Source: an optimization exercise on an open RTL-to-GDS flow (aim: small area, a short achievable clock period and few clock cycles per item). Production flows keep margins and buffers that such runs may drop.
Function was not checked in any run shown here: the RTL went through the layout flow alone.

--- flow/config.mk ---
export PLATFORM = sky130hd
export DESIGN_NAME = link_force_sequencer
export DESIGN_NICKNAME = link_force_sequencer
export VERILOG_FILES = /design/flow/design.v
export SDC_FILE = /design/flow/constraint.sdc
export NUM_CORES = 4
export LEC_CHECK = 0
export CAP_MARGIN = 20
export CORE_MARGIN = 2
export CORE_UTILIZATION = 40
export SETUP_SLACK_MARGIN = 4.4
export SLEW_MARGIN = 20
--- flow/constraint.sdc ---
create_clock -name core_clock -period 8.0 [get_ports {clk}]
set_input_delay 1.6000 -clock core_clock [delete_from_list [all_inputs] [get_ports {clk}]]
set_output_delay 1.6000 -clock core_clock [all_outputs]
set_load 0.01 [all_outputs]
--- flow/design.v ---
package mi_pipeline_pkg;
  localparam int SIZE       = 27;
  localparam int ADDR_WIDTH = 4;
  localparam int LINK_WIDTH = 4;
  localparam int K_WIDTH    = 18;
  localparam int FRAC       = 16;
  localparam int CS_LO      = 8;
endpackage
module link_table #(
  parameter int LINK_WIDTH = 4,
  parameter int ADDR_WIDTH = 4,
  parameter int K_WIDTH    = 18
) (
  input  logic                        clk,
  input  logic                        rst_n,
  input  logic                        we,
  input  logic [LINK_WIDTH-1:0]       waddr,
  input  logic [ADDR_WIDTH-1:0]       wmass_a,
  input  logic [ADDR_WIDTH-1:0]       wmass_b,
  input  logic signed [K_WIDTH-1:0]   wk,
  input  logic [LINK_WIDTH-1:0]       raddr,
  output logic                        rvalid,
  output logic signed [K_WIDTH-1:0]   rk,
  input  logic [LINK_WIDTH-1:0]       paddr,
  output logic [2*ADDR_WIDTH-1:0]     pmass
);
  localparam int DEPTH = 1 << LINK_WIDTH;
  logic [DEPTH-1:0]        vld;
  logic [2*ADDR_WIDTH-1:0] m_mem [DEPTH];
  logic [K_WIDTH-1:0]      k_mem [DEPTH];
  always_ff @(posedge clk or negedge rst_n) begin
    if (!rst_n)
      vld <= '0;
    else if (we)
      vld[waddr] <= 1'b1;
  end
  always_ff @(posedge clk) begin
    if (we) begin
      m_mem[waddr] <= {wmass_a, wmass_b};
      k_mem[waddr] <= wk;
    end
  end
  assign rvalid = vld[raddr];
  assign rk     = vld[raddr] ? k_mem[raddr] : '0;
  assign pmass  = m_mem[paddr];
endmodule
module link_force_sequencer #(
  parameter int SIZE       = mi_pipeline_pkg::SIZE,
  parameter int ADDR_WIDTH = mi_pipeline_pkg::ADDR_WIDTH,
  parameter int LINK_WIDTH = mi_pipeline_pkg::LINK_WIDTH,
  parameter int K_WIDTH    = mi_pipeline_pkg::K_WIDTH,
  parameter int FRAC       = mi_pipeline_pkg::FRAC
) (
  input  logic                      clk,
  input  logic                      rst_n,
  input  logic                      start,
  input  logic [LINK_WIDTH:0]       n_links,
  input  logic                      cfg_we,
  input  logic [LINK_WIDTH-1:0]     cfg_addr,
  input  logic [ADDR_WIDTH-1:0]     cfg_mass_a,
  input  logic [ADDR_WIDTH-1:0]     cfg_mass_b,
  input  logic signed [K_WIDTH-1:0] cfg_k,
  output logic [ADDR_WIDTH-1:0]     r_addr_q1,
  output logic [ADDR_WIDTH-1:0]     r_addr_q2,
  input  logic signed [SIZE-1:0]    q1,
  input  logic signed [SIZE-1:0]    q2,
  output logic                      out_valid,
  input  logic                      out_ready,
  output logic [ADDR_WIDTH-1:0]     out_mass_a,
  output logic [ADDR_WIDTH-1:0]     out_mass_b,
  output logic signed [SIZE-1:0]    out_force,
  output logic                      busy,
  output logic                      done
);
  localparam int PW = SIZE + 1 + K_WIDTH;   
  localparam int HW = PW - FRAC;            
  localparam int ND = K_WIDTH / 2;          
  localparam int LO = mi_pipeline_pkg::CS_LO;
  logic                  active;    
  logic                  zdone;     
  logic                  iss;       
  logic [LINK_WIDTH-1:0] idx;       
  logic [LINK_WIDTH-1:0] idx_d;
  logic [LINK_WIDTH-1:0] ntx;       
  logic [LINK_WIDTH-1:0] last;      
  logic                  stall;
  logic                  xfer;
  logic                  issue;
  logic                  fin;
  logic                  start_go;
  logic                  we;
  logic                         t_valid;
  logic        [K_WIDTH-1:0]    t_k;
  logic [2*ADDR_WIDTH-1:0]      t_m;
  logic [2*ADDR_WIDTH-1:0]      pm;       
  logic [K_WIDTH:0] kx;
  logic [ND-1:0]    b_one;
  logic [ND-1:0]    b_two;
  logic [ND-1:0]    b_neg;
  logic                         s1_valid;
  logic        [SIZE:0]         s1_diff;
  logic [ND-1:0]                s1_one;
  logic [ND-1:0]                s1_two;
  logic [ND-1:0]                s1_neg;
  logic [2*ADDR_WIDTH-1:0]      s1_m;
  logic [PW-1:LO] cs_s;
  logic [PW-1:LO] cs_c;
  logic           cs_cl;
  logic                         s2_valid;
  logic [PW-1:LO]               s2_s;
  logic [PW-1:LO]               s2_c;
  logic                         s2_cl;
  logic [2*ADDR_WIDTH-1:0]      s2_m;
  logic [PW-1:LO]         prod;
  logic [HW-1:0]          hi;
  logic [SIZE-1:0]        force_d;
  assign stall    = out_valid & ~out_ready;
  assign xfer     = out_valid & out_ready;
  assign fin      = xfer & (ntx == last);
  assign done     = fin | zdone;
  assign busy     = active & ~fin;
  assign start_go = start & ~active & (n_links != '0);
  assign issue    = start_go | iss;
  assign we       = cfg_we & ~active;
  always_comb begin
    if (fin)
      idx_d = '0;
    else if (stall)
      idx_d = ntx + 1'b1;
    else if (issue)
      idx_d = idx + 1'b1;
    else
      idx_d = idx;
  end
  link_table #(
    .LINK_WIDTH (LINK_WIDTH),
    .ADDR_WIDTH (ADDR_WIDTH),
    .K_WIDTH    (K_WIDTH)
  ) u_table (
    .clk     (clk),
    .rst_n   (rst_n),
    .we      (we),
    .waddr   (cfg_addr),
    .wmass_a (cfg_mass_a),
    .wmass_b (cfg_mass_b),
    .wk      (cfg_k),
    .raddr   (idx),
    .rvalid  (t_valid),
    .rk      (t_k),
    .paddr   (idx_d),
    .pmass   (t_m)
  );
  always_ff @(posedge clk) begin
    if (we && cfg_addr == idx_d)
      pm <= {cfg_mass_a, cfg_mass_b};
    else
      pm <= t_m;
  end
  assign {r_addr_q1, r_addr_q2} = pm;
  always_ff @(posedge clk or negedge rst_n) begin
    if (!rst_n) begin
      active   <= 1'b0;
      zdone    <= 1'b0;
      iss      <= 1'b0;
      idx      <= '0;
      ntx      <= '0;
      last     <= '0;
      s1_valid <= 1'b0;
      s2_valid <= 1'b0;
    end else begin
      zdone <= start & ~active & (n_links == '0);
      idx   <= idx_d;
      if (start_go) begin
        active <= 1'b1;
        last   <= LINK_WIDTH'(n_links - 1'b1);
      end else if (fin) begin
        active <= 1'b0;
      end
      if (fin) begin
        ntx <= '0;
        iss <= 1'b0;
      end else if (stall) begin
        iss      <= (ntx != last);
        s1_valid <= 1'b0;
        s2_valid <= 1'b0;
      end else begin
        if (xfer)
          ntx <= ntx + 1'b1;
        s1_valid <= issue;
        s2_valid <= s1_valid;
        if (issue)
          iss <= start_go ? (n_links > 5'd1) : (idx != last);
      end
    end
  end
  assign kx = {t_k, 1'b0};
  always_comb begin
    for (int j = 0; j < ND; j++) begin
      b_one[j] = kx[2*j+1] ^ kx[2*j];
      b_two[j] = (kx[2*j+2] & ~kx[2*j+1] & ~kx[2*j]) | (~kx[2*j+2] & kx[2*j+1] & kx[2*j]);
      b_neg[j] = kx[2*j+2];
    end
  end
  always_ff @(posedge clk) begin
    s1_diff <= {q2[SIZE-1], q2} - {q1[SIZE-1], q1};
    s1_one  <= b_one;
    s1_two  <= b_two;
    s1_neg  <= b_neg;
    s1_m    <= t_valid ? pm : '0;
  end
  lfs_booth_csa u_mul (
    .diff  (s1_diff),
    .b_one (s1_one),
    .b_two (s1_two),
    .b_neg (s1_neg),
    .s_hi  (cs_s),
    .c_hi  (cs_c),
    .c_lo  (cs_cl)
  );
  always_ff @(posedge clk) begin
    s2_s  <= cs_s;
    s2_c  <= cs_c;
    s2_cl <= cs_cl;
    s2_m  <= s1_m;
  end
  assign prod = s2_s + s2_c + (PW-LO)'(s2_cl);
  assign hi   = prod[PW-1:FRAC];
  always_comb begin
    if (hi[HW-1:SIZE-1] != '0 && hi[HW-1:SIZE-1] != '1)
      force_d = hi[HW-1] ? {1'b1, {(SIZE-1){1'b0}}} : {1'b0, {(SIZE-1){1'b1}}};
    else
      force_d = hi[SIZE-1:0];
  end
  always_ff @(posedge clk or negedge rst_n) begin
    if (!rst_n)
      out_valid <= 1'b0;
    else if (!stall)
      out_valid <= s2_valid & ~fin;
  end
  always_ff @(posedge clk) begin
    if (!stall) begin
      {out_mass_a, out_mass_b} <= s2_m;
      out_force                <= force_d;
    end
  end
endmodule
module lfs_booth_csa (
  input  logic [27:0] diff,
  input  logic [8:0] b_one,
  input  logic [8:0] b_two,
  input  logic [8:0] b_neg,
  output logic [37:0] s_hi,
  output logic [37:0] c_hi,
  output logic        c_lo
);
  logic [28:0] dx;
  logic [8:0] one, two, neg;
  logic [45:0] rs, rc;
  logic [8:0] lo;
  logic [28:0] pp0;
  logic [28:0] pp1;
  logic [28:0] pp2;
  logic [28:0] pp3;
  logic [28:0] pp4;
  logic [28:0] pp5;
  logic [28:0] pp6;
  logic [28:0] pp7;
  logic [28:0] pp8;
  assign dx = {diff[27], diff};
  assign one = b_one;
  assign two = b_two;
  assign neg = b_neg;
  assign pp0 = ({29{one[0]}} & dx | {29{two[0]}} & {dx[27:0], 1'b0}) ^ {29{neg[0]}};
  assign pp1 = ({29{one[1]}} & dx | {29{two[1]}} & {dx[27:0], 1'b0}) ^ {29{neg[1]}};
  assign pp2 = ({29{one[2]}} & dx | {29{two[2]}} & {dx[27:0], 1'b0}) ^ {29{neg[2]}};
  assign pp3 = ({29{one[3]}} & dx | {29{two[3]}} & {dx[27:0], 1'b0}) ^ {29{neg[3]}};
  assign pp4 = ({29{one[4]}} & dx | {29{two[4]}} & {dx[27:0], 1'b0}) ^ {29{neg[4]}};
  assign pp5 = ({29{one[5]}} & dx | {29{two[5]}} & {dx[27:0], 1'b0}) ^ {29{neg[5]}};
  assign pp6 = ({29{one[6]}} & dx | {29{two[6]}} & {dx[27:0], 1'b0}) ^ {29{neg[6]}};
  assign pp7 = ({29{one[7]}} & dx | {29{two[7]}} & {dx[27:0], 1'b0}) ^ {29{neg[7]}};
  assign pp8 = ({29{one[8]}} & dx | {29{two[8]}} & {dx[27:0], 1'b0}) ^ {29{neg[8]}};
  logic s1, c2;
  logic s3, c4;
  logic s5, c6;
  logic s7, c8;
  logic s9, c10;
  logic s11, c12;
  logic s13, c14;
  logic s15, c16;
  logic s17, c18;
  logic s19, c20;
  logic s21, c22;
  logic s23, c24;
  logic s25, c26;
  logic s27, c28;
  logic s29, c30;
  logic s31, c32;
  logic s33, c34;
  logic s35, c36;
  logic s37, c38;
  logic s39, c40;
  logic s41, c42;
  logic s43, c44;
  logic s45, c46;
  logic s47, c48;
  logic s49, c50;
  logic s51, c52;
  logic s53, c54;
  logic s55, c56;
  logic s57, c58;
  logic s59, c60;
  logic s61, c62;
  logic s63, c64;
  logic s65, c66;
  logic s67, c68;
  logic s69, c70;
  logic s71, c72;
  logic s73, c74;
  logic s75, c76;
  logic s77, c78;
  logic s79, c80;
  logic s81, c82;
  logic s83, c84;
  logic s85, c86;
  logic s87, c88;
  logic s89, c90;
  logic s91, c92;
  logic s93, c94;
  logic s95, c96;
  logic s97, c98;
  logic s99, c100;
  logic s101, c102;
  logic s103, c104;
  logic s105, c106;
  logic s107, c108;
  logic s109, c110;
  logic s111, c112;
  logic s113, c114;
  logic s115, c116;
  logic s117, c118;
  logic s119, c120;
  logic s121, c122;
  logic s123, c124;
  logic s125, c126;
  logic s127, c128;
  logic s129, c130;
  logic s131, c132;
  logic s133, c134;
  logic s135, c136;
  logic s137, c138;
  logic s139, c140;
  logic s141, c142;
  logic s143, c144;
  logic s145, c146;
  logic s147, c148;
  logic s149, c150;
  logic s151, c152;
  logic s153, c154;
  logic s155, c156;
  logic s157, c158;
  logic s159, c160;
  logic s161, c162;
  logic s163, c164;
  logic s165, c166;
  logic s167, c168;
  logic s169, c170;
  logic s171, c172;
  logic s173, c174;
  logic s175, c176;
  logic s177, c178;
  logic s179, c180;
  logic s181, c182;
  logic s183, c184;
  logic s185, c186;
  logic s187, c188;
  logic s189, c190;
  logic s191, c192;
  logic s193, c194;
  logic s195, c196;
  logic s197, c198;
  logic s199, c200;
  logic s201, c202;
  logic s203, c204;
  logic s205, c206;
  logic s207, c208;
  logic s209, c210;
  logic s211, c212;
  logic s213, c214;
  logic s215, c216;
  logic s217, c218;
  logic s219, c220;
  logic s221, c222;
  logic s223, c224;
  logic s225, c226;
  logic s227, c228;
  logic s229, c230;
  logic s231, c232;
  logic s233, c234;
  logic s235, c236;
  logic s237, c238;
  logic s239, c240;
  logic s241, c242;
  logic s243, c244;
  logic s245, c246;
  logic s247, c248;
  logic s249, c250;
  logic s251, c252;
  logic s253, c254;
  logic s255, c256;
  logic s257, c258;
  logic s259, c260;
  logic s261, c262;
  logic s263, c264;
  logic s265, c266;
  logic s267, c268;
  logic s269, c270;
  logic s271, c272;
  logic s273, c274;
  logic s275, c276;
  logic s277, c278;
  logic s279, c280;
  logic s281, c282;
  logic s283, c284;
  logic s285, c286;
  logic s287, c288;
  logic s289, c290;
  logic s291, c292;
  logic s293, c294;
  logic s295, c296;
  logic s297, c298;
  logic s299, c300;
  logic s301, c302;
  logic s303, c304;
  logic s305, c306;
  logic s307, c308;
  logic s309, c310;
  logic s311, c312;
  logic s313, c314;
  logic s315, c316;
  logic s317, c318;
  logic s319, c320;
  logic s321, c322;
  logic s323, c324;
  logic s325, c326;
  logic s327, c328;
  logic s329, c330;
  logic s331, c332;
  logic s333, c334;
  logic s335, c336;
  logic s337, c338;
  logic s339, c340;
  logic s341, c342;
  logic s343, c344;
  logic s345, c346;
  logic s347, c348;
  logic s349, c350;
  logic s351, c352;
  logic s353, c354;
  logic s355, c356;
  logic s357, c358;
  logic s359, c360;
  logic s361, c362;
  logic s363, c364;
  logic s365, c366;
  logic s367, c368;
  logic s369, c370;
  logic s371, c372;
  logic s373, c374;
  logic s375, c376;
  logic s377, c378;
  logic s379, c380;
  logic s381, c382;
  logic s383, c384;
  logic s385, c386;
  logic s387, c388;
  logic s389, c390;
  logic s391, c392;
  logic s393, c394;
  logic s395, c396;
  logic s397, c398;
  logic s399, c400;
  logic s401, c402;
  logic s403, c404;
  logic s405, c406;
  logic s407, c408;
  logic s409, c410;
  logic s411, c412;
  logic s413, c414;
  logic s415, c416;
  logic s417, c418;
  logic s419, c420;
  logic s421, c422;
  logic s423, c424;
  logic s425, c426;
  logic s427, c428;
  logic s429, c430;
  logic s431, c432;
  logic s433, c434;
  logic s435, c436;
  logic s437, c438;
  logic s439, c440;
  logic s441, c442;
  logic s443, c444;
  logic s445, c446;
  logic s447, c448;
  assign s1 = neg[1] ^ pp0[2] ^ pp1[0];
  assign c2 = (neg[1] & pp0[2]) | (neg[1] & pp1[0]) | (pp0[2] & pp1[0]);
  assign s3 = pp0[3] ^ pp1[1];
  assign c4 = pp0[3] & pp1[1];
  assign s5 = neg[2] ^ pp0[4] ^ pp1[2];
  assign c6 = (neg[2] & pp0[4]) | (neg[2] & pp1[2]) | (pp0[4] & pp1[2]);
  assign s7 = pp2[0] ^ c4;
  assign c8 = pp2[0] & c4;
  assign s9 = pp0[5] ^ pp1[3] ^ pp2[1];
  assign c10 = (pp0[5] & pp1[3]) | (pp0[5] & pp2[1]) | (pp1[3] & pp2[1]);
  assign s11 = c6 ^ c8;
  assign c12 = c6 & c8;
  assign s13 = neg[3] ^ pp0[6] ^ pp1[4];
  assign c14 = (neg[3] & pp0[6]) | (neg[3] & pp1[4]) | (pp0[6] & pp1[4]);
  assign s15 = pp2[2] ^ pp3[0] ^ c10;
  assign c16 = (pp2[2] & pp3[0]) | (pp2[2] & c10) | (pp3[0] & c10);
  assign s17 = s13 ^ c12;
  assign c18 = s13 & c12;
  assign s19 = pp0[7] ^ pp1[5] ^ pp2[3];
  assign c20 = (pp0[7] & pp1[5]) | (pp0[7] & pp2[3]) | (pp1[5] & pp2[3]);
  assign s21 = pp3[1] ^ c14 ^ s19;
  assign c22 = (pp3[1] & c14) | (pp3[1] & s19) | (c14 & s19);
  assign s23 = c16 ^ c18;
  assign c24 = c16 & c18;
  assign s25 = neg[4] ^ pp0[8] ^ pp1[6];
  assign c26 = (neg[4] & pp0[8]) | (neg[4] & pp1[6]) | (pp0[8] & pp1[6]);
  assign s27 = pp2[4] ^ pp3[2] ^ pp4[0];
  assign c28 = (pp2[4] & pp3[2]) | (pp2[4] & pp4[0]) | (pp3[2] & pp4[0]);
  assign s29 = c20 ^ s25 ^ s27;
  assign c30 = (c20 & s25) | (c20 & s27) | (s25 & s27);
  assign s31 = c22 ^ c24 ^ s29;
  assign c32 = (c22 & c24) | (c22 & s29) | (c24 & s29);
  assign s33 = pp0[9] ^ pp1[7] ^ pp2[5];
  assign c34 = (pp0[9] & pp1[7]) | (pp0[9] & pp2[5]) | (pp1[7] & pp2[5]);
  assign s35 = pp3[3] ^ pp4[1] ^ c26;
  assign c36 = (pp3[3] & pp4[1]) | (pp3[3] & c26) | (pp4[1] & c26);
  assign s37 = c28 ^ s33 ^ c30;
  assign c38 = (c28 & s33) | (c28 & c30) | (s33 & c30);
  assign s39 = s35 ^ c32 ^ s37;
  assign c40 = (s35 & c32) | (s35 & s37) | (c32 & s37);
  assign s41 = neg[5] ^ pp0[10] ^ pp1[8];
  assign c42 = (neg[5] & pp0[10]) | (neg[5] & pp1[8]) | (pp0[10] & pp1[8]);
  assign s43 = pp2[6] ^ pp3[4] ^ pp4[2];
  assign c44 = (pp2[6] & pp3[4]) | (pp2[6] & pp4[2]) | (pp3[4] & pp4[2]);
  assign s45 = pp5[0] ^ c34 ^ s41;
  assign c46 = (pp5[0] & c34) | (pp5[0] & s41) | (c34 & s41);
  assign s47 = s43 ^ c36 ^ s45;
  assign c48 = (s43 & c36) | (s43 & s45) | (c36 & s45);
  assign s49 = c38 ^ s47;
  assign c50 = c38 & s47;
  assign s51 = pp0[11] ^ pp1[9] ^ pp2[7];
  assign c52 = (pp0[11] & pp1[9]) | (pp0[11] & pp2[7]) | (pp1[9] & pp2[7]);
  assign s53 = pp3[5] ^ pp4[3] ^ pp5[1];
  assign c54 = (pp3[5] & pp4[3]) | (pp3[5] & pp5[1]) | (pp4[3] & pp5[1]);
  assign s55 = c42 ^ c44 ^ s51;
  assign c56 = (c42 & c44) | (c42 & s51) | (c44 & s51);
  assign s57 = s53 ^ c46 ^ s55;
  assign c58 = (s53 & c46) | (s53 & s55) | (c46 & s55);
  assign s59 = c48 ^ s57;
  assign c60 = c48 & s57;
  assign s61 = neg[6] ^ pp0[12] ^ pp1[10];
  assign c62 = (neg[6] & pp0[12]) | (neg[6] & pp1[10]) | (pp0[12] & pp1[10]);
  assign s63 = pp2[8] ^ pp3[6] ^ pp4[4];
  assign c64 = (pp2[8] & pp3[6]) | (pp2[8] & pp4[4]) | (pp3[6] & pp4[4]);
  assign s65 = pp5[2] ^ pp6[0] ^ c52;
  assign c66 = (pp5[2] & pp6[0]) | (pp5[2] & c52) | (pp6[0] & c52);
  assign s67 = c54 ^ s61 ^ s63;
  assign c68 = (c54 & s61) | (c54 & s63) | (s61 & s63);
  assign s69 = c56 ^ s65 ^ s67;
  assign c70 = (c56 & s65) | (c56 & s67) | (s65 & s67);
  assign s71 = c58 ^ s69;
  assign c72 = c58 & s69;
  assign s73 = pp0[13] ^ pp1[11] ^ pp2[9];
  assign c74 = (pp0[13] & pp1[11]) | (pp0[13] & pp2[9]) | (pp1[11] & pp2[9]);
  assign s75 = pp3[7] ^ pp4[5] ^ pp5[3];
  assign c76 = (pp3[7] & pp4[5]) | (pp3[7] & pp5[3]) | (pp4[5] & pp5[3]);
  assign s77 = pp6[1] ^ c62 ^ c64;
  assign c78 = (pp6[1] & c62) | (pp6[1] & c64) | (c62 & c64);
  assign s79 = s73 ^ s75 ^ c66;
  assign c80 = (s73 & s75) | (s73 & c66) | (s75 & c66);
  assign s81 = c68 ^ s77 ^ s79;
  assign c82 = (c68 & s77) | (c68 & s79) | (s77 & s79);
  assign s83 = c70 ^ c72;
  assign c84 = c70 & c72;
  assign s85 = neg[7] ^ pp0[14] ^ pp1[12];
  assign c86 = (neg[7] & pp0[14]) | (neg[7] & pp1[12]) | (pp0[14] & pp1[12]);
  assign s87 = pp2[10] ^ pp3[8] ^ pp4[6];
  assign c88 = (pp2[10] & pp3[8]) | (pp2[10] & pp4[6]) | (pp3[8] & pp4[6]);
  assign s89 = pp5[4] ^ pp6[2] ^ pp7[0];
  assign c90 = (pp5[4] & pp6[2]) | (pp5[4] & pp7[0]) | (pp6[2] & pp7[0]);
  assign s91 = c74 ^ c76 ^ s85;
  assign c92 = (c74 & c76) | (c74 & s85) | (c76 & s85);
  assign s93 = s87 ^ s89 ^ c78;
  assign c94 = (s87 & s89) | (s87 & c78) | (s89 & c78);
  assign s95 = s91 ^ c80 ^ s93;
  assign c96 = (s91 & c80) | (s91 & s93) | (c80 & s93);
  assign s97 = c82 ^ s95;
  assign c98 = c82 & s95;
  assign s99 = pp0[15] ^ pp1[13] ^ pp2[11];
  assign c100 = (pp0[15] & pp1[13]) | (pp0[15] & pp2[11]) | (pp1[13] & pp2[11]);
  assign s101 = pp3[9] ^ pp4[7] ^ pp5[5];
  assign c102 = (pp3[9] & pp4[7]) | (pp3[9] & pp5[5]) | (pp4[7] & pp5[5]);
  assign s103 = pp6[3] ^ pp7[1] ^ c86;
  assign c104 = (pp6[3] & pp7[1]) | (pp6[3] & c86) | (pp7[1] & c86);
  assign s105 = c88 ^ c90 ^ s99;
  assign c106 = (c88 & c90) | (c88 & s99) | (c90 & s99);
  assign s107 = s101 ^ c92 ^ s103;
  assign c108 = (s101 & c92) | (s101 & s103) | (c92 & s103);
  assign s109 = s105 ^ c94 ^ s107;
  assign c110 = (s105 & c94) | (s105 & s107) | (c94 & s107);
  assign s111 = c96 ^ s109;
  assign c112 = c96 & s109;
  assign s113 = neg[8] ^ pp0[16] ^ pp1[14];
  assign c114 = (neg[8] & pp0[16]) | (neg[8] & pp1[14]) | (pp0[16] & pp1[14]);
  assign s115 = pp2[12] ^ pp3[10] ^ pp4[8];
  assign c116 = (pp2[12] & pp3[10]) | (pp2[12] & pp4[8]) | (pp3[10] & pp4[8]);
  assign s117 = pp5[6] ^ pp6[4] ^ pp7[2];
  assign c118 = (pp5[6] & pp6[4]) | (pp5[6] & pp7[2]) | (pp6[4] & pp7[2]);
  assign s119 = pp8[0] ^ c100 ^ c102;
  assign c120 = (pp8[0] & c100) | (pp8[0] & c102) | (c100 & c102);
  assign s121 = s113 ^ s115 ^ s117;
  assign c122 = (s113 & s115) | (s113 & s117) | (s115 & s117);
  assign s123 = c104 ^ c106 ^ s119;
  assign c124 = (c104 & c106) | (c104 & s119) | (c106 & s119);
  assign s125 = s121 ^ c108 ^ s123;
  assign c126 = (s121 & c108) | (s121 & s123) | (c108 & s123);
  assign s127 = c110 ^ s125;
  assign c128 = c110 & s125;
  assign s129 = pp0[17] ^ pp1[15] ^ pp2[13];
  assign c130 = (pp0[17] & pp1[15]) | (pp0[17] & pp2[13]) | (pp1[15] & pp2[13]);
  assign s131 = pp3[11] ^ pp4[9] ^ pp5[7];
  assign c132 = (pp3[11] & pp4[9]) | (pp3[11] & pp5[7]) | (pp4[9] & pp5[7]);
  assign s133 = pp6[5] ^ pp7[3] ^ pp8[1];
  assign c134 = (pp6[5] & pp7[3]) | (pp6[5] & pp8[1]) | (pp7[3] & pp8[1]);
  assign s135 = c114 ^ c116 ^ c118;
  assign c136 = (c114 & c116) | (c114 & c118) | (c116 & c118);
  assign s137 = s129 ^ s131 ^ s133;
  assign c138 = (s129 & s131) | (s129 & s133) | (s131 & s133);
  assign s139 = c120 ^ c122 ^ s135;
  assign c140 = (c120 & c122) | (c120 & s135) | (c122 & s135);
  assign s141 = s137 ^ c124 ^ s139;
  assign c142 = (s137 & c124) | (s137 & s139) | (c124 & s139);
  assign s143 = c126 ^ s141;
  assign c144 = c126 & s141;
  assign s145 = pp0[18] ^ pp1[16] ^ pp2[14];
  assign c146 = (pp0[18] & pp1[16]) | (pp0[18] & pp2[14]) | (pp1[16] & pp2[14]);
  assign s147 = pp3[12] ^ pp4[10] ^ pp5[8];
  assign c148 = (pp3[12] & pp4[10]) | (pp3[12] & pp5[8]) | (pp4[10] & pp5[8]);
  assign s149 = pp6[6] ^ pp7[4] ^ pp8[2];
  assign c150 = (pp6[6] & pp7[4]) | (pp6[6] & pp8[2]) | (pp7[4] & pp8[2]);
  assign s151 = c130 ^ c132 ^ c134;
  assign c152 = (c130 & c132) | (c130 & c134) | (c132 & c134);
  assign s153 = s145 ^ s147 ^ s149;
  assign c154 = (s145 & s147) | (s145 & s149) | (s147 & s149);
  assign s155 = c136 ^ c138 ^ s151;
  assign c156 = (c136 & c138) | (c136 & s151) | (c138 & s151);
  assign s157 = s153 ^ c140 ^ s155;
  assign c158 = (s153 & c140) | (s153 & s155) | (c140 & s155);
  assign s159 = c142 ^ s157;
  assign c160 = c142 & s157;
  assign s161 = pp0[19] ^ pp1[17] ^ pp2[15];
  assign c162 = (pp0[19] & pp1[17]) | (pp0[19] & pp2[15]) | (pp1[17] & pp2[15]);
  assign s163 = pp3[13] ^ pp4[11] ^ pp5[9];
  assign c164 = (pp3[13] & pp4[11]) | (pp3[13] & pp5[9]) | (pp4[11] & pp5[9]);
  assign s165 = pp6[7] ^ pp7[5] ^ pp8[3];
  assign c166 = (pp6[7] & pp7[5]) | (pp6[7] & pp8[3]) | (pp7[5] & pp8[3]);
  assign s167 = c146 ^ c148 ^ c150;
  assign c168 = (c146 & c148) | (c146 & c150) | (c148 & c150);
  assign s169 = s161 ^ s163 ^ s165;
  assign c170 = (s161 & s163) | (s161 & s165) | (s163 & s165);
  assign s171 = c152 ^ c154 ^ s167;
  assign c172 = (c152 & c154) | (c152 & s167) | (c154 & s167);
  assign s173 = s169 ^ c156 ^ s171;
  assign c174 = (s169 & c156) | (s169 & s171) | (c156 & s171);
  assign s175 = c158 ^ s173;
  assign c176 = c158 & s173;
  assign s177 = pp0[20] ^ pp1[18] ^ pp2[16];
  assign c178 = (pp0[20] & pp1[18]) | (pp0[20] & pp2[16]) | (pp1[18] & pp2[16]);
  assign s179 = pp3[14] ^ pp4[12] ^ pp5[10];
  assign c180 = (pp3[14] & pp4[12]) | (pp3[14] & pp5[10]) | (pp4[12] & pp5[10]);
  assign s181 = pp6[8] ^ pp7[6] ^ pp8[4];
  assign c182 = (pp6[8] & pp7[6]) | (pp6[8] & pp8[4]) | (pp7[6] & pp8[4]);
  assign s183 = c162 ^ c164 ^ c166;
  assign c184 = (c162 & c164) | (c162 & c166) | (c164 & c166);
  assign s185 = s177 ^ s179 ^ s181;
  assign c186 = (s177 & s179) | (s177 & s181) | (s179 & s181);
  assign s187 = c168 ^ c170 ^ s183;
  assign c188 = (c168 & c170) | (c168 & s183) | (c170 & s183);
  assign s189 = s185 ^ c172 ^ s187;
  assign c190 = (s185 & c172) | (s185 & s187) | (c172 & s187);
  assign s191 = c174 ^ s189;
  assign c192 = c174 & s189;
  assign s193 = pp0[21] ^ pp1[19] ^ pp2[17];
  assign c194 = (pp0[21] & pp1[19]) | (pp0[21] & pp2[17]) | (pp1[19] & pp2[17]);
  assign s195 = pp3[15] ^ pp4[13] ^ pp5[11];
  assign c196 = (pp3[15] & pp4[13]) | (pp3[15] & pp5[11]) | (pp4[13] & pp5[11]);
  assign s197 = pp6[9] ^ pp7[7] ^ pp8[5];
  assign c198 = (pp6[9] & pp7[7]) | (pp6[9] & pp8[5]) | (pp7[7] & pp8[5]);
  assign s199 = c178 ^ c180 ^ c182;
  assign c200 = (c178 & c180) | (c178 & c182) | (c180 & c182);
  assign s201 = s193 ^ s195 ^ s197;
  assign c202 = (s193 & s195) | (s193 & s197) | (s195 & s197);
  assign s203 = c184 ^ c186 ^ s199;
  assign c204 = (c184 & c186) | (c184 & s199) | (c186 & s199);
  assign s205 = s201 ^ c188 ^ s203;
  assign c206 = (s201 & c188) | (s201 & s203) | (c188 & s203);
  assign s207 = c190 ^ s205;
  assign c208 = c190 & s205;
  assign s209 = pp0[22] ^ pp1[20] ^ pp2[18];
  assign c210 = (pp0[22] & pp1[20]) | (pp0[22] & pp2[18]) | (pp1[20] & pp2[18]);
  assign s211 = pp3[16] ^ pp4[14] ^ pp5[12];
  assign c212 = (pp3[16] & pp4[14]) | (pp3[16] & pp5[12]) | (pp4[14] & pp5[12]);
  assign s213 = pp6[10] ^ pp7[8] ^ pp8[6];
  assign c214 = (pp6[10] & pp7[8]) | (pp6[10] & pp8[6]) | (pp7[8] & pp8[6]);
  assign s215 = c194 ^ c196 ^ c198;
  assign c216 = (c194 & c196) | (c194 & c198) | (c196 & c198);
  assign s217 = s209 ^ s211 ^ s213;
  assign c218 = (s209 & s211) | (s209 & s213) | (s211 & s213);
  assign s219 = c200 ^ c202 ^ s215;
  assign c220 = (c200 & c202) | (c200 & s215) | (c202 & s215);
  assign s221 = s217 ^ c204 ^ s219;
  assign c222 = (s217 & c204) | (s217 & s219) | (c204 & s219);
  assign s223 = c206 ^ s221;
  assign c224 = c206 & s221;
  assign s225 = pp0[23] ^ pp1[21] ^ pp2[19];
  assign c226 = (pp0[23] & pp1[21]) | (pp0[23] & pp2[19]) | (pp1[21] & pp2[19]);
  assign s227 = pp3[17] ^ pp4[15] ^ pp5[13];
  assign c228 = (pp3[17] & pp4[15]) | (pp3[17] & pp5[13]) | (pp4[15] & pp5[13]);
  assign s229 = pp6[11] ^ pp7[9] ^ pp8[7];
  assign c230 = (pp6[11] & pp7[9]) | (pp6[11] & pp8[7]) | (pp7[9] & pp8[7]);
  assign s231 = c210 ^ c212 ^ c214;
  assign c232 = (c210 & c212) | (c210 & c214) | (c212 & c214);
  assign s233 = s225 ^ s227 ^ s229;
  assign c234 = (s225 & s227) | (s225 & s229) | (s227 & s229);
  assign s235 = c216 ^ c218 ^ s231;
  assign c236 = (c216 & c218) | (c216 & s231) | (c218 & s231);
  assign s237 = s233 ^ c220 ^ s235;
  assign c238 = (s233 & c220) | (s233 & s235) | (c220 & s235);
  assign s239 = c222 ^ s237;
  assign c240 = c222 & s237;
  assign s241 = pp0[24] ^ pp1[22] ^ pp2[20];
  assign c242 = (pp0[24] & pp1[22]) | (pp0[24] & pp2[20]) | (pp1[22] & pp2[20]);
  assign s243 = pp3[18] ^ pp4[16] ^ pp5[14];
  assign c244 = (pp3[18] & pp4[16]) | (pp3[18] & pp5[14]) | (pp4[16] & pp5[14]);
  assign s245 = pp6[12] ^ pp7[10] ^ pp8[8];
  assign c246 = (pp6[12] & pp7[10]) | (pp6[12] & pp8[8]) | (pp7[10] & pp8[8]);
  assign s247 = c226 ^ c228 ^ c230;
  assign c248 = (c226 & c228) | (c226 & c230) | (c228 & c230);
  assign s249 = s241 ^ s243 ^ s245;
  assign c250 = (s241 & s243) | (s241 & s245) | (s243 & s245);
  assign s251 = c232 ^ c234 ^ s247;
  assign c252 = (c232 & c234) | (c232 & s247) | (c234 & s247);
  assign s253 = s249 ^ c236 ^ s251;
  assign c254 = (s249 & c236) | (s249 & s251) | (c236 & s251);
  assign s255 = c238 ^ s253;
  assign c256 = c238 & s253;
  assign s257 = pp0[25] ^ pp1[23] ^ pp2[21];
  assign c258 = (pp0[25] & pp1[23]) | (pp0[25] & pp2[21]) | (pp1[23] & pp2[21]);
  assign s259 = pp3[19] ^ pp4[17] ^ pp5[15];
  assign c260 = (pp3[19] & pp4[17]) | (pp3[19] & pp5[15]) | (pp4[17] & pp5[15]);
  assign s261 = pp6[13] ^ pp7[11] ^ pp8[9];
  assign c262 = (pp6[13] & pp7[11]) | (pp6[13] & pp8[9]) | (pp7[11] & pp8[9]);
  assign s263 = c242 ^ c244 ^ c246;
  assign c264 = (c242 & c244) | (c242 & c246) | (c244 & c246);
  assign s265 = s257 ^ s259 ^ s261;
  assign c266 = (s257 & s259) | (s257 & s261) | (s259 & s261);
  assign s267 = c248 ^ c250 ^ s263;
  assign c268 = (c248 & c250) | (c248 & s263) | (c250 & s263);
  assign s269 = s265 ^ c252 ^ s267;
  assign c270 = (s265 & c252) | (s265 & s267) | (c252 & s267);
  assign s271 = c254 ^ s269;
  assign c272 = c254 & s269;
  assign s273 = pp0[26] ^ pp1[24] ^ pp2[22];
  assign c274 = (pp0[26] & pp1[24]) | (pp0[26] & pp2[22]) | (pp1[24] & pp2[22]);
  assign s275 = pp3[20] ^ pp4[18] ^ pp5[16];
  assign c276 = (pp3[20] & pp4[18]) | (pp3[20] & pp5[16]) | (pp4[18] & pp5[16]);
  assign s277 = pp6[14] ^ pp7[12] ^ pp8[10];
  assign c278 = (pp6[14] & pp7[12]) | (pp6[14] & pp8[10]) | (pp7[12] & pp8[10]);
  assign s279 = c258 ^ c260 ^ c262;
  assign c280 = (c258 & c260) | (c258 & c262) | (c260 & c262);
  assign s281 = s273 ^ s275 ^ s277;
  assign c282 = (s273 & s275) | (s273 & s277) | (s275 & s277);
  assign s283 = c264 ^ c266 ^ s279;
  assign c284 = (c264 & c266) | (c264 & s279) | (c266 & s279);
  assign s285 = s281 ^ c268 ^ s283;
  assign c286 = (s281 & c268) | (s281 & s283) | (c268 & s283);
  assign s287 = c270 ^ s285;
  assign c288 = c270 & s285;
  assign s289 = pp0[27] ^ pp1[25] ^ pp2[23];
  assign c290 = (pp0[27] & pp1[25]) | (pp0[27] & pp2[23]) | (pp1[25] & pp2[23]);
  assign s291 = pp3[21] ^ pp4[19] ^ pp5[17];
  assign c292 = (pp3[21] & pp4[19]) | (pp3[21] & pp5[17]) | (pp4[19] & pp5[17]);
  assign s293 = pp6[15] ^ pp7[13] ^ pp8[11];
  assign c294 = (pp6[15] & pp7[13]) | (pp6[15] & pp8[11]) | (pp7[13] & pp8[11]);
  assign s295 = c274 ^ c276 ^ c278;
  assign c296 = (c274 & c276) | (c274 & c278) | (c276 & c278);
  assign s297 = s289 ^ s291 ^ s293;
  assign c298 = (s289 & s291) | (s289 & s293) | (s291 & s293);
  assign s299 = c280 ^ c282 ^ s295;
  assign c300 = (c280 & c282) | (c280 & s295) | (c282 & s295);
  assign s301 = s297 ^ c284 ^ s299;
  assign c302 = (s297 & c284) | (s297 & s299) | (c284 & s299);
  assign s303 = c286 ^ s301;
  assign c304 = c286 & s301;
  assign s305 = 1'b1 ^ ~pp0[28] ^ pp1[26];
  assign c306 = (1'b1 & ~pp0[28]) | (1'b1 & pp1[26]) | (~pp0[28] & pp1[26]);
  assign s307 = pp2[24] ^ pp3[22] ^ pp4[20];
  assign c308 = (pp2[24] & pp3[22]) | (pp2[24] & pp4[20]) | (pp3[22] & pp4[20]);
  assign s309 = pp5[18] ^ pp6[16] ^ pp7[14];
  assign c310 = (pp5[18] & pp6[16]) | (pp5[18] & pp7[14]) | (pp6[16] & pp7[14]);
  assign s311 = pp8[12] ^ c290 ^ c292;
  assign c312 = (pp8[12] & c290) | (pp8[12] & c292) | (c290 & c292);
  assign s313 = c294 ^ s305 ^ s307;
  assign c314 = (c294 & s305) | (c294 & s307) | (s305 & s307);
  assign s315 = s309 ^ c296 ^ c298;
  assign c316 = (s309 & c296) | (s309 & c298) | (c296 & c298);
  assign s317 = s311 ^ s313 ^ c300;
  assign c318 = (s311 & s313) | (s311 & c300) | (s313 & c300);
  assign s319 = s315 ^ c302 ^ s317;
  assign c320 = (s315 & c302) | (s315 & s317) | (c302 & s317);
  assign s321 = 1'b1 ^ pp1[27] ^ pp2[25];
  assign c322 = (1'b1 & pp1[27]) | (1'b1 & pp2[25]) | (pp1[27] & pp2[25]);
  assign s323 = pp3[23] ^ pp4[21] ^ pp5[19];
  assign c324 = (pp3[23] & pp4[21]) | (pp3[23] & pp5[19]) | (pp4[21] & pp5[19]);
  assign s325 = pp6[17] ^ pp7[15] ^ pp8[13];
  assign c326 = (pp6[17] & pp7[15]) | (pp6[17] & pp8[13]) | (pp7[15] & pp8[13]);
  assign s327 = c306 ^ c308 ^ c310;
  assign c328 = (c306 & c308) | (c306 & c310) | (c308 & c310);
  assign s329 = s321 ^ s323 ^ s325;
  assign c330 = (s321 & s323) | (s321 & s325) | (s323 & s325);
  assign s331 = c312 ^ c314 ^ s327;
  assign c332 = (c312 & c314) | (c312 & s327) | (c314 & s327);
  assign s333 = s329 ^ c316 ^ s331;
  assign c334 = (s329 & c316) | (s329 & s331) | (c316 & s331);
  assign s335 = c318 ^ s333;
  assign c336 = c318 & s333;
  assign s337 = ~pp1[28] ^ pp2[26] ^ pp3[24];
  assign c338 = (~pp1[28] & pp2[26]) | (~pp1[28] & pp3[24]) | (pp2[26] & pp3[24]);
  assign s339 = pp4[22] ^ pp5[20] ^ pp6[18];
  assign c340 = (pp4[22] & pp5[20]) | (pp4[22] & pp6[18]) | (pp5[20] & pp6[18]);
  assign s341 = pp7[16] ^ pp8[14] ^ c322;
  assign c342 = (pp7[16] & pp8[14]) | (pp7[16] & c322) | (pp8[14] & c322);
  assign s343 = c324 ^ c326 ^ s337;
  assign c344 = (c324 & c326) | (c324 & s337) | (c326 & s337);
  assign s345 = s339 ^ c328 ^ c330;
  assign c346 = (s339 & c328) | (s339 & c330) | (c328 & c330);
  assign s347 = s341 ^ s343 ^ c332;
  assign c348 = (s341 & s343) | (s341 & c332) | (s343 & c332);
  assign s349 = s345 ^ c334 ^ s347;
  assign c350 = (s345 & c334) | (s345 & s347) | (c334 & s347);
  assign s351 = 1'b1 ^ pp2[27] ^ pp3[25];
  assign c352 = (1'b1 & pp2[27]) | (1'b1 & pp3[25]) | (pp2[27] & pp3[25]);
  assign s353 = pp4[23] ^ pp5[21] ^ pp6[19];
  assign c354 = (pp4[23] & pp5[21]) | (pp4[23] & pp6[19]) | (pp5[21] & pp6[19]);
  assign s355 = pp7[17] ^ pp8[15] ^ c338;
  assign c356 = (pp7[17] & pp8[15]) | (pp7[17] & c338) | (pp8[15] & c338);
  assign s357 = c340 ^ s351 ^ s353;
  assign c358 = (c340 & s351) | (c340 & s353) | (s351 & s353);
  assign s359 = c342 ^ c344 ^ s355;
  assign c360 = (c342 & c344) | (c342 & s355) | (c344 & s355);
  assign s361 = s357 ^ c346 ^ s359;
  assign c362 = (s357 & c346) | (s357 & s359) | (c346 & s359);
  assign s363 = c348 ^ s361;
  assign c364 = c348 & s361;
  assign s365 = ~pp2[28] ^ pp3[26] ^ pp4[24];
  assign c366 = (~pp2[28] & pp3[26]) | (~pp2[28] & pp4[24]) | (pp3[26] & pp4[24]);
  assign s367 = pp5[22] ^ pp6[20] ^ pp7[18];
  assign c368 = (pp5[22] & pp6[20]) | (pp5[22] & pp7[18]) | (pp6[20] & pp7[18]);
  assign s369 = pp8[16] ^ c352 ^ c354;
  assign c370 = (pp8[16] & c352) | (pp8[16] & c354) | (c352 & c354);
  assign s371 = s365 ^ s367 ^ c356;
  assign c372 = (s365 & s367) | (s365 & c356) | (s367 & c356);
  assign s373 = c358 ^ s369 ^ c360;
  assign c374 = (c358 & s369) | (c358 & c360) | (s369 & c360);
  assign s375 = s371 ^ c362 ^ s373;
  assign c376 = (s371 & c362) | (s371 & s373) | (c362 & s373);
  assign s377 = 1'b1 ^ pp3[27] ^ pp4[25];
  assign c378 = (1'b1 & pp3[27]) | (1'b1 & pp4[25]) | (pp3[27] & pp4[25]);
  assign s379 = pp5[23] ^ pp6[21] ^ pp7[19];
  assign c380 = (pp5[23] & pp6[21]) | (pp5[23] & pp7[19]) | (pp6[21] & pp7[19]);
  assign s381 = pp8[17] ^ c366 ^ c368;
  assign c382 = (pp8[17] & c366) | (pp8[17] & c368) | (c366 & c368);
  assign s383 = s377 ^ s379 ^ c370;
  assign c384 = (s377 & s379) | (s377 & c370) | (s379 & c370);
  assign s385 = s381 ^ c372 ^ s383;
  assign c386 = (s381 & c372) | (s381 & s383) | (c372 & s383);
  assign s387 = c374 ^ s385;
  assign c388 = c374 & s385;
  assign s389 = ~pp3[28] ^ pp4[26] ^ pp5[24];
  assign c390 = (~pp3[28] & pp4[26]) | (~pp3[28] & pp5[24]) | (pp4[26] & pp5[24]);
  assign s391 = pp6[22] ^ pp7[20] ^ pp8[18];
  assign c392 = (pp6[22] & pp7[20]) | (pp6[22] & pp8[18]) | (pp7[20] & pp8[18]);
  assign s393 = c378 ^ c380 ^ s389;
  assign c394 = (c378 & c380) | (c378 & s389) | (c380 & s389);
  assign s395 = s391 ^ c382 ^ s393;
  assign c396 = (s391 & c382) | (s391 & s393) | (c382 & s393);
  assign s397 = c384 ^ s395 ^ c386;
  assign c398 = (c384 & s395) | (c384 & c386) | (s395 & c386);
  assign s399 = 1'b1 ^ pp4[27] ^ pp5[25];
  assign c400 = (1'b1 & pp4[27]) | (1'b1 & pp5[25]) | (pp4[27] & pp5[25]);
  assign s401 = pp6[23] ^ pp7[21] ^ pp8[19];
  assign c402 = (pp6[23] & pp7[21]) | (pp6[23] & pp8[19]) | (pp7[21] & pp8[19]);
  assign s403 = c390 ^ c392 ^ s399;
  assign c404 = (c390 & c392) | (c390 & s399) | (c392 & s399);
  assign s405 = s401 ^ c394 ^ s403;
  assign c406 = (s401 & c394) | (s401 & s403) | (c394 & s403);
  assign s407 = c396 ^ s405;
  assign c408 = c396 & s405;
  assign s409 = ~pp4[28] ^ pp5[26] ^ pp6[24];
  assign c410 = (~pp4[28] & pp5[26]) | (~pp4[28] & pp6[24]) | (pp5[26] & pp6[24]);
  assign s411 = pp7[22] ^ pp8[20] ^ c400;
  assign c412 = (pp7[22] & pp8[20]) | (pp7[22] & c400) | (pp8[20] & c400);
  assign s413 = c402 ^ s409 ^ c404;
  assign c414 = (c402 & s409) | (c402 & c404) | (s409 & c404);
  assign s415 = s411 ^ c406 ^ s413;
  assign c416 = (s411 & c406) | (s411 & s413) | (c406 & s413);
  assign s417 = 1'b1 ^ pp5[27] ^ pp6[25];
  assign c418 = (1'b1 & pp5[27]) | (1'b1 & pp6[25]) | (pp5[27] & pp6[25]);
  assign s419 = pp7[23] ^ pp8[21] ^ c410;
  assign c420 = (pp7[23] & pp8[21]) | (pp7[23] & c410) | (pp8[21] & c410);
  assign s421 = s417 ^ c412 ^ s419;
  assign c422 = (s417 & c412) | (s417 & s419) | (c412 & s419);
  assign s423 = c414 ^ s421;
  assign c424 = c414 & s421;
  assign s425 = ~pp5[28] ^ pp6[26] ^ pp7[24];
  assign c426 = (~pp5[28] & pp6[26]) | (~pp5[28] & pp7[24]) | (pp6[26] & pp7[24]);
  assign s427 = pp8[22] ^ c418 ^ s425;
  assign c428 = (pp8[22] & c418) | (pp8[22] & s425) | (c418 & s425);
  assign s429 = c420 ^ s427 ^ c422;
  assign c430 = (c420 & s427) | (c420 & c422) | (s427 & c422);
  assign s431 = 1'b1 ^ pp6[27] ^ pp7[25];
  assign c432 = (1'b1 & pp6[27]) | (1'b1 & pp7[25]) | (pp6[27] & pp7[25]);
  assign s433 = pp8[23] ^ c426 ^ s431;
  assign c434 = (pp8[23] & c426) | (pp8[23] & s431) | (c426 & s431);
  assign s435 = c428 ^ s433;
  assign c436 = c428 & s433;
  assign s437 = ~pp6[28] ^ pp7[26] ^ pp8[24];
  assign c438 = (~pp6[28] & pp7[26]) | (~pp6[28] & pp8[24]) | (pp7[26] & pp8[24]);
  assign s439 = c432 ^ s437 ^ c434;
  assign c440 = (c432 & s437) | (c432 & c434) | (s437 & c434);
  assign s441 = 1'b1 ^ pp7[27] ^ pp8[25];
  assign c442 = (1'b1 & pp7[27]) | (1'b1 & pp8[25]) | (pp7[27] & pp8[25]);
  assign s443 = c438 ^ s441;
  assign c444 = c438 & s441;
  assign s445 = ~pp7[28] ^ pp8[26] ^ c442;
  assign c446 = (~pp7[28] & pp8[26]) | (~pp7[28] & c442) | (pp8[26] & c442);
  assign s447 = 1'b1 ^ pp8[27];
  assign c448 = 1'b1 & pp8[27];
  assign rs[0] = pp0[0];
  assign rc[0] = neg[0];
  assign rs[1] = pp0[1];
  assign rc[1] = 1'b0;
  assign rs[2] = s1;
  assign rc[2] = 1'b0;
  assign rs[3] = c2;
  assign rc[3] = s3;
  assign rs[4] = s5;
  assign rc[4] = s7;
  assign rs[5] = s9;
  assign rc[5] = s11;
  assign rs[6] = s15;
  assign rc[6] = s17;
  assign rs[7] = s21;
  assign rc[7] = s23;
  assign rs[8] = s31;
  assign rc[8] = 1'b0;
  assign rs[9] = s39;
  assign rc[9] = 1'b0;
  assign rs[10] = c40;
  assign rc[10] = s49;
  assign rs[11] = c50;
  assign rc[11] = s59;
  assign rs[12] = c60;
  assign rc[12] = s71;
  assign rs[13] = s81;
  assign rc[13] = s83;
  assign rs[14] = c84;
  assign rc[14] = s97;
  assign rs[15] = c98;
  assign rc[15] = s111;
  assign rs[16] = c112;
  assign rc[16] = s127;
  assign rs[17] = c128;
  assign rc[17] = s143;
  assign rs[18] = c144;
  assign rc[18] = s159;
  assign rs[19] = c160;
  assign rc[19] = s175;
  assign rs[20] = c176;
  assign rc[20] = s191;
  assign rs[21] = c192;
  assign rc[21] = s207;
  assign rs[22] = c208;
  assign rc[22] = s223;
  assign rs[23] = c224;
  assign rc[23] = s239;
  assign rs[24] = c240;
  assign rc[24] = s255;
  assign rs[25] = c256;
  assign rc[25] = s271;
  assign rs[26] = c272;
  assign rc[26] = s287;
  assign rs[27] = c288;
  assign rc[27] = s303;
  assign rs[28] = c304;
  assign rc[28] = s319;
  assign rs[29] = c320;
  assign rc[29] = s335;
  assign rs[30] = c336;
  assign rc[30] = s349;
  assign rs[31] = c350;
  assign rc[31] = s363;
  assign rs[32] = c364;
  assign rc[32] = s375;
  assign rs[33] = c376;
  assign rc[33] = s387;
  assign rs[34] = c388;
  assign rc[34] = s397;
  assign rs[35] = c398;
  assign rc[35] = s407;
  assign rs[36] = c408;
  assign rc[36] = s415;
  assign rs[37] = c416;
  assign rc[37] = s423;
  assign rs[38] = c424;
  assign rc[38] = s429;
  assign rs[39] = c430;
  assign rc[39] = s435;
  assign rs[40] = c436;
  assign rc[40] = s439;
  assign rs[41] = c440;
  assign rc[41] = s443;
  assign rs[42] = c444;
  assign rc[42] = s445;
  assign rs[43] = c446;
  assign rc[43] = s447;
  assign rs[44] = ~pp8[28];
  assign rc[44] = c448;
  assign rs[45] = 1'b1;
  assign rc[45] = 1'b0;
  assign lo = {1'b0, rs[7:0]} + {1'b0, rc[7:0]};
  assign c_lo = lo[8];
  assign s_hi = rs[45:8];
  assign c_hi = rc[45:8];
endmodule
--- flow/run.sh ---
#!/bin/bash
# synth_recipe.tcl (not shown) runs the flow's synth.tcl, then flattens the netlist and writes it again
# the make line also repeats each setting of config.mk as NAME=value (left out here)
make -C /OpenROAD-flow-scripts/flow DESIGN_CONFIG=/design/flow/config.mk WORK_HOME=/design/flow/orfs CLKGATE_MAP_FILE= SYNTH_SCRIPT=/design/flow/synth_recipe.tcl finish
==> out/metrics.cfg, run 1 <==
[outcome]
status = no timing/DRC/antenna violations

[route]
via_per_inst = 5.54
ant_nets = 0
vias = 21900
first_pass_iters = 5
drtIter0Drc = 1841
drcViolationCount = 0
wl_per_cell_um = 23.0
finalWirelength_um = 90700

[critical_path]
required_ps = 6400
path_common_cell = mux4_2
cpPeakStageDelay_ps = 520
worst_setup_path_start_kind = register
cp_max_fo = 8
cp.arrival_ps = 2490
crit_type = register to primary output
path_buf_inv = 3
critical-path-top-delay-family = multiplexers
crit_path_cell_trace = buf_12 > buf_16 > mux4_2 > mux4_2 > buf_6
cp_slowest_cell = mux4_2
worst_setup_path_end_kind = primary output

[synthesis]
synth_cell_types = 74
synth-edff-count = 451
syn_area_per_cell_um2 = 13.4
ys_ff_latch = 633
seq_area_frac_synth = 0.496
syn_inst = 2608
synth-async-reset-ratio = 0.0537
synth_flop_cell = edfxtp_1
yosys_warnings = 2
syn_area_um2 = 35000
syn_nets = 3002

[clock_tree]
path_clk_slew_ps = 60
cts_tree = built
clock_latency_ps = 630
cts_root_buf = clkbuf_16
clock_sinks = 633
holdBufCountCts = 0
cts.htree.levels = 3
clockBufferDepth = 3
cts_made_buffers = 70

[sta]
worstMarginPinSlew_ps = 993
fin_skew_ps = 26.1
finalSetupTns_ps = 0
slew_headroom = 0.333
rsz0062_at_grt = yes
min_period_ps = 4090
setup_viol = 0
hold_viol_final = 0
timing.fmax_mhz = 245
period_share = 0.511
drv_slew = 0

[job]
drv_cap = 0

[floorplanning]
dieHeight_um = 300
core_area_um2 = 86800
die_x_um = 300
start_util = 0.403
ios = 140
rows = 108
dieArea_um2 = 89900

[placed_design]
hpwl_um = 54500
finalWeightedCongestion = 0.866
port_buffers = 139
placed_cell_area_um2 = 37500
dp.cells = 3766

[global_route]
grt-ovfl-total = 0
grt_util_all_layers = 0.196
grt_pass1_wl_um = 136000
grt_start_max_net_pins = 76
grt_pass1_vias = 22800
antenna_found_initial = 5

[cells_and_area]
fillers = 7524
layout.nets = 3130
layout.cells.non_filler = 3951
drive_above_1_share = 0.173
areaGrowthSynthToFinish_pct = 17.9
postLayoutCellArea_um2 = 41300

[hold_path]
hp-class = register to register

[stage by stage]
| stage | hold slack, ps | utilization | setup slack, ps |
|---|---|---|---|
| 2_1_floorplan | 310 | - | 4300 |
| 3_3_place_gp | 312 | 0.433 | 3060 |
| 6_report | 328 | 0.476 | 3910 |
| 5_1_grt | 331 | 0.476 | 3830 |
| 3_5_place_dp | 315 | 0.433 | 3040 |
| 4_1_cts | 328 | 0.467 | 3850 |
[synthesized netlist by cell type (33+ instances only)]
| master | n | area (um2) |
|---|---|---|
| dfrtp_1 | 34 | 851 |
| a21oi_1 | 73 | 365 |
| inv_1 | 247 | 927 |
| fa_1 | 185 | 3700 |
| edfxtp_1 | 451 | 13500 |
| o21ai_0 | 50 | 250 |
| nor2_1 | 68 | 255 |
| ha_1 | 115 | 1440 |
| nand2_1 | 73 | 274 |
| clkbuf_1 | 139 | 522 |
| dfxtp_1 | 148 | 2960 |
| buf_1 | 33 | 124 |
| xnor2_1 | 176 | 1540 |
| a22oi_1 | 243 | 1820 |
| xor2_1 | 154 | 1350 |
| mux4_2 | 128 | 2880 |
[sequential cells by signal (all words and copies together), names as in the netlist, 8 cells and up, named ones only]
signal         flops
u_table.k_mem    288
out_force         27
s1_one             9
s2_c              35
s1_neg             9
u_table.vld       16
s1_m               8
s1_two             9
u_table.m_mem    128
s2_s              37
s2_m               8
s1_diff           28
[layer usage]
layer | vias up | routed length [um] | GRT usage
li1 | 9622 | - | -
met1 | 11200 | 36400 | 0.251
met2 | 882 | 44700 | 0.332
met3 | 236 | 6450 | 0.0399
met4 | 8 | 3150 | 0.0690
met5 | - | 46 | 0
[path summary, 6_finish.rpt]
kind,from,endpoint,slack [ps],cells past startpoint
max in group asynchronous,rst_n,ntx[2],6270,2
max reg2reg,s1_neg[8],s2_c[24],4450,11
min reg2reg,s1_m[3],s2_m[3],330,0
max,register,r_addr_q2[3],3910,5
min,s1_m[3],s2_m[3],330,0
min in group asynchronous,rst_n,zdone,1380,2
[repair_timing]
action,4_1_cts,5_1_grt
gates resized for setup,157,103
setup buffers,22,20
setup endpoints to repair,76,96
cloned,2,9
pin swaps,14,14
[cell type report]
type | count | area [um2] | share of cell area
clock buffers | 101 | 1960 | 0.0475
flip-flops and latches | 633 | 17500 | 0.424
diodes | 2 | 5.00 | 0.000121
inverters | 247 | 931 | 0.0226
repair buffers | 243 | 2760 | 0.0670
well taps | 1155 | 1450 | 0.0350
multi-input cells | 1541 | 16300 | 0.395
clock inverters | 29 | 374 | 0.00907
[layout by cell type (no fill, tap or decap), drive strengths merged, types with 13 or more instances in the layout]
cell type and count:
a22oi 243, nor3 19, o21ai 57, clkinv 20
fa 185, a21oi 93, xnor2 176, mux4 128
clkdlybuf4s50 125, nand3 20, clkbuf 109, buf 107
inv 250, a21o 31, nand2 73, dfrtp 34
nor2b 23, nor2 68, xor2 155, o21a 13
edfxtp 451, dfxtp 148, ha 115
[worst register-to-register path: cells and delay by family, from the launching register on]
kind,cells,cell delay (ps)
fa+ha+maj,5,2280
xor+xnor,1,170
flops,1,340
buf+inv,5,660
[logic make-up after synthesis]
logic type,after synthesis,share of synthesized area
DFF,633,0.496
AOI/OAI and AO/OA,501,0.102
buffers and inverters,435,0.0479
xor gates and xnor gates,331,0.0830
adders and majority gates,300,0.147
and+or+nand+nor,263,0.0367
muxes,145,0.0875
==> run 2: changes to the inputs <==
==> flow/flow/run.sh (new file) <==
#!/bin/bash
# The standard layout (standard.sh), with the port buffers that
# buffer_ports inserts made sky130_fd_sc_hd__buf_2 cells.
set -euo pipefail
bash standard.sh "BUFFER_PORTS_ARGS=-buffer_cell sky130_fd_sc_hd__buf_2" finish > standard_make.log 2>&1
==> flow/standard.sh (new file) <==
#!/bin/bash
# synth_recipe.tcl (not shown) runs the flow's synth.tcl, then flattens the netlist and writes it again
# the make line also repeats each setting of config.mk as NAME=value (left out here)
make -C /OpenROAD-flow-scripts/flow DESIGN_CONFIG=/design/flow/config.mk WORK_HOME=/design/flow/orfs CLKGATE_MAP_FILE= SYNTH_SCRIPT=/design/flow/synth_recipe.tcl "${@:-finish}"
removed: flow/run.sh
==> run 2 against run 1 <==
  * Still clean
  * First-iteration DRC count fell by 2.9%
  * Critical path type unchanged
  * Highest routed layer unchanged
==> out/metrics.cfg, run 2 <==
[critical_path]
worst-r2r-cell-count = 9  ; -2
crit_path_cell_trace = buf_6 > buf_12 > mux4_2 > mux4_2 > buf_6
cp_max_fo = 8  ; unchanged
rr_endpoint = s2_s[23]
worst_setup_path_end_kind = primary output
crit_type = register to primary output
critical-path-top-delay-family = multiplexers
cpPeakStageDelay_ps = 560  ; +40 ps
r2r-start = s1_two[4]
required_ps = 6400  ; about the same
worst_setup_path_start_kind = register
cp_slowest_cell = mux4_2
cp.arrival_ps = 2500  ; about the same
r2r_slack_ps = 4460  ; about the same
path_buf_inv = 3  ; unchanged

[cells_and_area]
layout.nets = 3102  ; -0.89%
reg_top3 = u_table.k_mem (288), u_table.m_mem (128), s2_s (37)
drive_above_1_share = 0.205  ; +0.0318
layout.cells.non_filler = 3921  ; -0.76%
layout.cells.most_common = edfxtp_1
multi_input_area_um2 = 16100  ; -1.1%
areaGrowthSynthToFinish_pct = 14.6
seq_area_um2 = 17500  ; about the same
largest_reg_flops = 288  ; unchanged
largest-register = u_table.k_mem
final_cell_mix = edfxtp_1, inv_1, a22oi_1
fillers = 7668  ; +1.9%

[sta]
finalSetupTns_ps = 0  ; unchanged
hold_viol_final = 0  ; unchanged
fin_skew_ps = 26.6  ; +0.523 ps
worstMarginPinSlew_ps = 943  ; -50.4 ps
setup_viol = 0  ; unchanged
slew_headroom = 0.371  ; +0.0387
timing.fmax_mhz = 244  ; -0.27%
min_period_ps = 4100  ; +11.3 ps
rsz0062_at_grt = yes
drv_slew = 0  ; unchanged
period_share = 0.513  ; +0.00141

[global_route]
grt_util_all_layers = 0.192  ; -0.00482
grt_pass1_vias = 22300  ; -2.2%
grt-ovfl-total = 0  ; unchanged
grt_pass1_wl_um = 132000  ; -2.6%
antenna_found_initial = 8  ; +3
grt_start_max_net_pins = 77  ; +1.3%

[clock_tree]
clock_sinks = 633  ; unchanged
cts_root_buf = clkbuf_16
clock_latency_ps = 640  ; about the same
cts_tree = built
cts_made_buffers = 71  ; +1.4%
path_clk_slew_ps = 60  ; about the same
holdBufCountCts = 0  ; unchanged
clockBufferDepth = 3  ; unchanged
cts.htree.levels = 3  ; unchanged

[route]
wl_per_cell_um = 22.4  ; -2.3%
drtIter0Drc = 1787  ; -2.9%
finalWirelength_um = 88000  ; -3.0%
drcViolationCount = 0  ; unchanged
vias = 21700  ; -0.88%
via_per_inst = 5.54  ; -0.12%
ant_nets = 0  ; unchanged
first_pass_iters = 6  ; +1

[synthesis]
ys_top_cells_by_area = edfxtp_1, fa_1, dfxtp_1, mux4_2, a22oi_1
syn_inst = 2608  ; unchanged
synth_flop_cell = edfxtp_1
synth-async-reset-ratio = 0.0537  ; unchanged
yosys_warnings = 2  ; unchanged
synth_cell_types = 74  ; unchanged
synth-edff-count = 451  ; unchanged
seq_area_frac_synth = 0.496  ; unchanged
synth.largest_area_cell = edfxtp_1
synth_commonest_cells = edfxtp_1, inv_1, a22oi_1
syn_area_per_cell_um2 = 13.4  ; unchanged
syn_nets = 3002  ; unchanged
ys_ff_latch = 633  ; unchanged
syn_area_um2 = 35000  ; unchanged
synth_top_area_share = 0.387  ; unchanged
yosysMostFrequentCell = edfxtp_1

[placed_design]
dp.cells = 3761  ; -0.13%
finalWeightedCongestion = 0.861  ; -0.66%
port_buffers = 139  ; unchanged
hpwl_um = 54600  ; +0.17%

[hold_path]
worst_hold_path.num_cells = 0  ; unchanged
hp-start = s1_m[6]
hp-class = register to register
hold_end = s2_m[6]

[floorplanning]
ios = 140  ; unchanged
dieArea_um2 = 89900  ; unchanged
core_area_um2 = 86800  ; unchanged
start_util = 0.403  ; unchanged
dieHeight_um = 300  ; unchanged
die_x_um = 300  ; unchanged
rows = 108  ; unchanged

[job]
drv_cap = 0  ; unchanged

[outcome]
status = no timing/DRC/antenna violations

[run 2: area by class of cell]
cell class,count,area share
Antenna cell,1,0.0000624
Inverter,247,0.0232
Clock inverter,40,0.0100
Sequential cell,633,0.436
Timing Repair Buffer,214,0.0439
Clock buffer,90,0.0492
Tap cell,1155,0.0360
Multi-Input combinational cell,1541,0.401
[run 2: logic make-up after synthesis]
| logic type | synth area share |
|---|---|
| muxes | 0.0875 |
| xor gates and xnor gates | 0.0830 |
| DFF | 0.496 |
| buffers and inverters | 0.0479 |
| and+or+nand+nor | 0.0367 |
| adders and majority gates | 0.147 |
| AOI/OAI and AO/OA | 0.102 |
[run 2: layer usage]
metal	GRT usage	part of all wire
met1	0.244	0.40
met2	0.326	0.49
met3	0.0383	0.069
met4	0.0654	0.032
met5	0	0.00075
[run 2: how the worst max path moves through the flow]
stage,cells past startpoint,to,start,slack [ps]
after floorplan,3,done,out_ready,4300
after global placement,13,s1_diff[26],q2[0],3510
after detailed placement,12,s1_diff[26],q1[0],3500
after CTS,5,r_addr_q2[2],register,3860
after global routing,5,r_addr_q2[0],register,3830
final,5,r_addr_q2[0],register,3900
[run 2: worst reg2reg max path, stage by stage, from the launching register on]
cell,delay [ps]
dfxtp_1,340
buf_8,250
a22oi_1,160
xor2_1,190
fa_1,470
fa_1,500
fa_1,470
fa_1,550
inv_1,50
fa_1,410
[run 2: what timing repair did]
| item | in CTS | in global routing |
|---|---|---|
| gates resized for setup | 88 | 62 |
| endpoints found under the setup margin | 70 | 58 |
| setup buffers | 12 | 10 |
| gates cloned | 4 | 3 |
| pin swaps | 3 | 5 |
[run 2: metrics by stage]
stage          setup slack (ps)  hold WS, ps  instance area (um2)   util
6_report                   3900          321                40100  0.462
3_5_place_dp               3500          319                36800  0.424
5_1_grt                    3830          336                40100  0.462
4_1_cts                    3860          315                39700  0.457
3_3_place_gp               3510          314                36800  0.424
2_1_floorplan              4300          310                35100      -

[re-timing with driven ports]
Ports are ideal in the flow. The routed layouts listed here were re-timed in OpenROAD.
Step 1: set_driving_cell puts a clkbuf_16 on clk and a buf_2 on each other input, an assumption about the parent block.
Step 2 also shifts input and output timing later by t, the mid clock arrival at the registers, as if the neighbouring blocks saw the same clock.
Slacks: ideal / step 1 / step 2; pairs: ideal / step 1.
run	t (ns)	setup WS [ns]	latest minus earliest clock arrival (ns)	worst register clock-pin slew, ns
run 1	0.683	3.911 / 3.849 / 3.776	0.029 / 0.028	0.07 / 0.07
run 2	0.686	3.900 / 3.835 / 3.852	0.026 / 0.027	0.07 / 0.07
After both steps every run listed still meets setup and hold. The setup slack of run 1, which loses most, moves by -0.062 ns with the drivers and by -0.135 ns with both steps.
